From an optimization exercise on the open Yosys and OpenROAD flow, aimed at small area; shortcuts taken in it are not production practice.
In this exercise RTL edits were held to simulation tests only and were not proved equivalent to the original.
Power and IR drop assume default switching activity.

==> flow/design.v (excerpt) <==
module memoria_dados
(
  input  logic                     clock,
  input  logic                     reset_n,
  input  logic                     permisao_escrita,
  input  logic                     permisao_leitura,
  input  memoria_dados_pkg::addr_t endereco,
  input  memoria_dados_pkg::word_t dado_escrita,
  output memoria_dados_pkg::word_t dado_leitura
);
  localparam int NW = memoria_dados_pkg::NUM_WORDS;
  localparam int DW = memoria_dados_pkg::DATA_WIDTH;
  localparam int IB = memoria_dados_pkg::WORD_INDEX_BITS;
  localparam int NB = 8;
  localparam int NA = NW / NB;
  memoria_dados_pkg::idx_t indice;
  memoria_dados_pkg::word_t mem_n_q [NW];
  memoria_dados_pkg::word_t mem_n_d [NW];
  memoria_dados_pkg::word_t dado_n;
  logic valido_q;
  decod_endereco_dados u_decod (
    .endereco(endereco),
    .indice(indice)
  );
  always_ff @(posedge clock or negedge reset_n) begin
    if (!reset_n) valido_q <= 1'b0;
    else if (permisao_escrita) valido_q <= 1'b1;
  end
  logic [NB-1:0] esc_baixo;
  logic [NB-1:0] leit_baixo;
  logic [NA-1:0] alto;
  always_comb begin
    for (int j = 0; j < NB; j++) begin
      esc_baixo[j]  = permisao_escrita && indice[2:0] == j[2:0];
      leit_baixo[j] = permisao_leitura && valido_q && indice[2:0] == j[2:0];
    end
    for (int k = 0; k < NA; k++) alto[k] = indice[IB-1:3] == k[IB-4:0];
  end
  logic [NW-1:0] esc_n;
  logic [NW-1:0] ret_n;
  logic [NW-1:0] sel_n;
  for (genvar i = 0; i < NW; i++) begin : g_linha
    nao_e u_esc (.a(esc_baixo[i % NB]), .b(alto[i / NB]), .y(esc_n[i]));
    nao_e u_ret (.a(valido_q), .b(esc_n[i]), .y(ret_n[i]));
    nao_e u_sel (.a(leit_baixo[i % NB]), .b(alto[i / NB]), .y(sel_n[i]));
  end
  assign dado_n = ~dado_escrita;
  for (genvar i = 0; i < NW; i++) begin : g_pal
    for (genvar b = 0; b < DW; b++) begin : g_bit
  ...
Settings: LEC_CHECK=0, CAP_MARGIN=30, CORE_MARGIN=2, CORE_UTILIZATION=70, CTS_BUF_LIST=sky130_fd_sc_hd__clkbuf_8, CTS_CLUSTER_DIAMETER=80, CTS_CLUSTER_SIZE=16, PLACE_DENSITY=0.8, SLEW_MARGIN=20, SYNTH_HIERARCHICAL=1, SYNTH_MINIMUM_KEEP_SIZE=0; clock period 12.0 ns.
run.sh (not shown) runs the stock make flow with config.mk's settings and CLKGATE_MAP_FILE= SYNTH_SCRIPT=/design/flow/synth_recipe.tcl, a recipe that flattens the netlist after the stock synthesis.
The baseline finished clean.
Change:
==> flow/flow/run.sh (new file) <==
#!/bin/bash
# The standard layout (the standard.sh: standard synthesis, floorplan,
# placement, CTS, routing), with two changes:
#  - port buffers are buf_1 cells instead of the resizer's default choice;
#  - CTS keeps the clustering of config.mk but inserts no dummy loads.
# Each tool's full output stays in the ORFS logs under orfs/logs; make's own
# output goes to standard.log in this folder.
set -euo pipefail
export BUFFER_PORTS_ARGS="-buffer_cell sky130_fd_sc_hd__buf_1"
export CTS_ARGS="-sink_clustering_enable -repair_clock_nets -sink_clustering_size 16 -sink_clustering_max_diameter 80 -buf_list sky130_fd_sc_hd__clkbuf_8 -dont_use_dummy_load"
bash standard.sh finish > standard.log 2>&1
==> flow/standard.sh (new file) <==
#!/bin/bash
# synth_recipe.tcl (not shown) runs the flow's synth.tcl, then flattens the netlist and writes it again
# the make line also repeats each setting of config.mk as NAME=value (left out here)
make -C /OpenROAD-flow-scripts/flow DESIGN_CONFIG=/design/flow/config.mk WORK_HOME=/design/flow/orfs CLKGATE_MAP_FILE= SYNTH_SCRIPT=/design/flow/synth_recipe.tcl "${@:-finish}"
CORE_UTILIZATION = 60   (was 70)
PLACE_DENSITY = 0.75   (was 0.8)
removed: flow/run.sh
The new run finished with timing, DRC and antenna clean.
Area after synthesis does not change.
Hold slack is worse by 0.0080 ns.
Power drops by 1.1%.
Change:
==> flow/run.sh (new file) <==
#!/bin/bash
# synth_recipe.tcl (not shown) runs the flow's synth.tcl, then flattens the netlist and writes it again
# the make line also repeats each setting of config.mk as NAME=value (left out here)
make -C /OpenROAD-flow-scripts/flow DESIGN_CONFIG=/design/flow/config.mk WORK_HOME=/design/flow/orfs CLKGATE_MAP_FILE= SYNTH_SCRIPT=/design/flow/synth_recipe.tcl finish
GPL_TIMING_DRIVEN = 0   (was not set)
removed: flow/flow/run.sh
removed: flow/standard.sh
- The changed run went through all stages and came out clean
- count of clock-buffer cells in the layout goes up by 12
- core utilization is higher by 1.1 points
- area after synthesis does not change
- fmax shrinks by 5.9%
- routed wire length rose by 0.62%
- total power came out higher by 1.4%

[static timing again, ports no longer ideal]
In the flow no input, the clock included, has a driving cell. The finished layouts below were timed again as built, in two steps. Step 1, drivers: a clkbuf_16 drives clock and a buf_2 each remaining input, both assumed. Step 2, shift: input delay + t, output delay - t, t = (earliest + latest rising clock arrival at the registers) / 2. This alone moves slack from input paths to output paths. Three values: ideal ports, drivers, drivers and shift; two values: the first two.
run	t (ns)	setup slack, ns	clock arrival spread, ns	slew at the worst register clock pin (ns)	pins driven straight from the clock port
the first run	0.933	1.831 / 1.806 / 1.806	0.045 / 0.045	0.11 / 0.11	1
the second run	0.920	2.587 / 2.525 / 2.525	0.108 / 0.108	0.11 / 0.11	1
the third run	0.937	1.999 / 1.970 / 1.970	0.049 / 0.048	0.11 / 0.11	1
After both steps every run listed still meets setup and hold. The setup slack of the second run, which loses most, moves by -0.062 ns with the drivers and by -0.062 ns with both steps.
